This is an optimization exercise on Yosys and OpenROAD, whose aim is small area, a short achievable clock period and few clock cycles per item, not a production implementation.
Function was checked by simulation only, so behaviour that the tests miss may differ from the original.

## alu_datapath
module alu_datapath (
	input  wire        clock,
	input  wire        rst_n,
	input  wire [31:0] bus,
	input  wire        y_in,
	input  wire        start,
	input  wire [3:0]  op,
	output wire [31:0] z_hi,
	output wire [31:0] z_lo,
	output logic       done,
	output logic       busy
);
	localparam int W = 37;    
	localparam logic [3:0] OP_AND = 4'd0, OP_OR = 4'd1, OP_NEG = 4'd2, OP_NOT = 4'd3,
		OP_ADD = 4'd4, OP_SUB = 4'd5, OP_MUL = 4'd6, OP_DIV = 4'd7,
		OP_SHR = 4'd8, OP_SHRA = 4'd9, OP_SHL = 4'd10, OP_ROR = 4'd11, OP_ROL = 4'd12;
	logic [31:0] y_q;       
	logic        ypend;     
	logic [31:0] b_q;       
	logic        f_and, f_or, f_not, f_ar, f_shr, f_shra, f_shl, f_rot;
	logic [4:0]  rsh_q;     
	logic [4:0]  lsa_q, lsd_q;    
	logic        x_inv_q, w_b_q, w_inv_q;
	logic        v_s;       
	logic        p_div;     
	logic        st_mul;    
	logic        st_p2;     
	logic        st_dit;    
	logic        st_fin;    
	logic        st_last;   
	logic        xs_a;      
	logic [4:0]  cnt;
	logic [31:0] a_q;       
	logic [32:0] c_q;       
  ...
==> flow/config.mk <==
export PLATFORM = sky130hd
export DESIGN_NAME = alu_datapath
export DESIGN_NICKNAME = alu_datapath
export VERILOG_FILES = /design/flow/design.v
export SDC_FILE = /design/flow/constraint.sdc
export NUM_CORES = 4
export LEC_CHECK = 0
export CAP_MARGIN = 20
export CORE_MARGIN = 2
export CORE_UTILIZATION = 45
export SLEW_MARGIN = 20
==> flow/constraint.sdc <==
create_clock -name core_clock -period 13.0 [get_ports {clock}]
set_input_delay 2.6000 -clock core_clock [delete_from_list [all_inputs] [get_ports {clock}]]
set_output_delay 2.6000 -clock core_clock [all_outputs]
set_load 0.01 [all_outputs]
standard.sh (not shown) runs the stock make flow with config.mk's settings and CLKGATE_MAP_FILE= SYNTH_SCRIPT=/design/flow/synth_recipe.tcl, a recipe that flattens the netlist after the stock synthesis.
==> flow/flow/run.sh <==
#!/bin/bash
set -euo pipefail
bash standard.sh "BUFFER_PORTS_ARGS=-buffer_cell sky130_fd_sc_hd__buf_1" SETUP_SLACK_MARGIN=9 finish > standard_flow.log 2>&1
The baseline completed without violations.
Testbench counts at the start, summed over its fixed seeds: cycles 9,493, ops 2,400.
Edit:
CTS_CLUSTER_DIAMETER = 100   (was not set)
CTS_CLUSTER_SIZE = 20   (was not set)
Result: Non-clock buffer count went down by 1. Worst setup slack improved by 0.025 ns. Worst hold slack improves by 0.012 ns. Final area went down by 1.0%. Via count barely changes.

* * *

nickel:
Another version of the RTL of alu_datapath (not shown whole).
For scale: about 3300 cells after synthesis, ~280 flip-flops, ~110 I/O pins, roughly 27000 um^2 of cells after synthesis.
export LEC_CHECK = 0
export CAP_MARGIN = 20
export CORE_MARGIN = 2
export CORE_UTILIZATION = 45
export CTS_CLUSTER_DIAMETER = 100
export CTS_CLUSTER_SIZE = 20
export SLEW_MARGIN = 20
create_clock -name core_clock -period 13.0 [get_ports {clock}]
Scripts as last shown in full above: flow/flow/run.sh
Testbench counts of nickel, summed over its fixed seeds: cycles 9,521, ops 2,400.
For sierra, these inputs were changed with respect to nickel:
# nickel
export LEC_CHECK = 0
export CAP_MARGIN = 20
export CORE_MARGIN = 2
export CORE_UTILIZATION = 45
export CTS_CLUSTER_DIAMETER = 100
export CTS_CLUSTER_SIZE = 20
export SLEW_MARGIN = 20
create_clock -name core_clock -period 13.0 [get_ports {clock}]
# sierra
export LEC_CHECK = 0
export CAP_MARGIN = 20
export CORE_MARGIN = 2
export CORE_UTILIZATION = 50
export SLEW_MARGIN = 20
create_clock -name core_clock -period 13.0 [get_ports {clock}]
[summary]
- Number of buffers inserted by post-CTS setup repair (sierra vs. nickel) increases by more than 10%
- Delta (sierra minus nickel): layout cell share with drive strength beyond 1 rose 0.86 points, overall routing resource usage rose 4.2 points, mapped cell area about even.
- Status: worst hold slack parity (sierra, nickel)
- Against nickel, filler cell count in sierra fell by more than 10%.
- When the final numbers for sierra and nickel were put side by side, the met3 demand-to-capacity share in global routing turned out to be greater in sierra.
- From nickel to sierra the numbers moved as follows: time the final worst path needs with I/O delays and setup went up 0.035 ns; clock-buffer cell count went up 17.
## Diff of input files: violet against sierra
# sierra
export LEC_CHECK = 0
export CAP_MARGIN = 20
export CORE_MARGIN = 2
export CORE_UTILIZATION = 50
export SLEW_MARGIN = 20
create_clock -name core_clock -period 13.0 [get_ports {clock}]
# violet
export LEC_CHECK = 0
export CAP_MARGIN = 20
export CORE_MARGIN = 2
export CORE_UTILIZATION = 45
export SLEW_MARGIN = 20
create_clock -name core_clock -period 13.0 [get_ports {clock}]
[summary]

==> separate check: timing with driven ports <==
In the flow no input, the clock included, has a driving cell. The finished layouts below were timed again as built, in two steps. Step 1 (the two cells are an assumption about what drives the block):
set clk [get_ports {clock}]
set_driving_cell -lib_cell sky130_fd_sc_hd__clkbuf_16 $clk
set_driving_cell -lib_cell sky130_fd_sc_hd__buf_2 [delete_from_list [all_inputs] $clk]
Step 2 adds t to the input delays and takes it off the output delays; t is the mean of the earliest and latest rising clock arrival at the registers after step 1. Input paths then give back, and output paths get back, about the clock's delay inside the block. a / b / c = ideal / step 1 / step 2; a / b = the first two.
run	shift t [ns]	slack for setup (ns)	hold WS [ns]	latest minus earliest clock arrival (ns)	cell pins on the clock port's net
the first run of note 1	0.661	8.783 / 8.783 / 8.455	0.481 / 0.481 / 0.481	0.029 / 0.029	1
the second run of note 1	0.663	8.808 / 8.808 / 8.456	0.493 / 0.493 / 0.493	0.048 / 0.047	1
nickel	0.666	8.969 / 8.969 / 8.532	0.481 / 0.481 / 0.481	0.060 / 0.060	1
sierra	0.643	8.934 / 8.933 / 8.465	0.480 / 0.480 / 0.480	0.037 / 0.037	1
violet	0.637	9.001 / 8.993 / 8.544	0.487 / 0.487 / 0.487	0.036 / 0.037	1
After both steps every run listed still meets setup and hold. For sierra, which loses most, drivers alone change the setup slack by -0.001 ns; drivers and shift together by -0.469 ns.
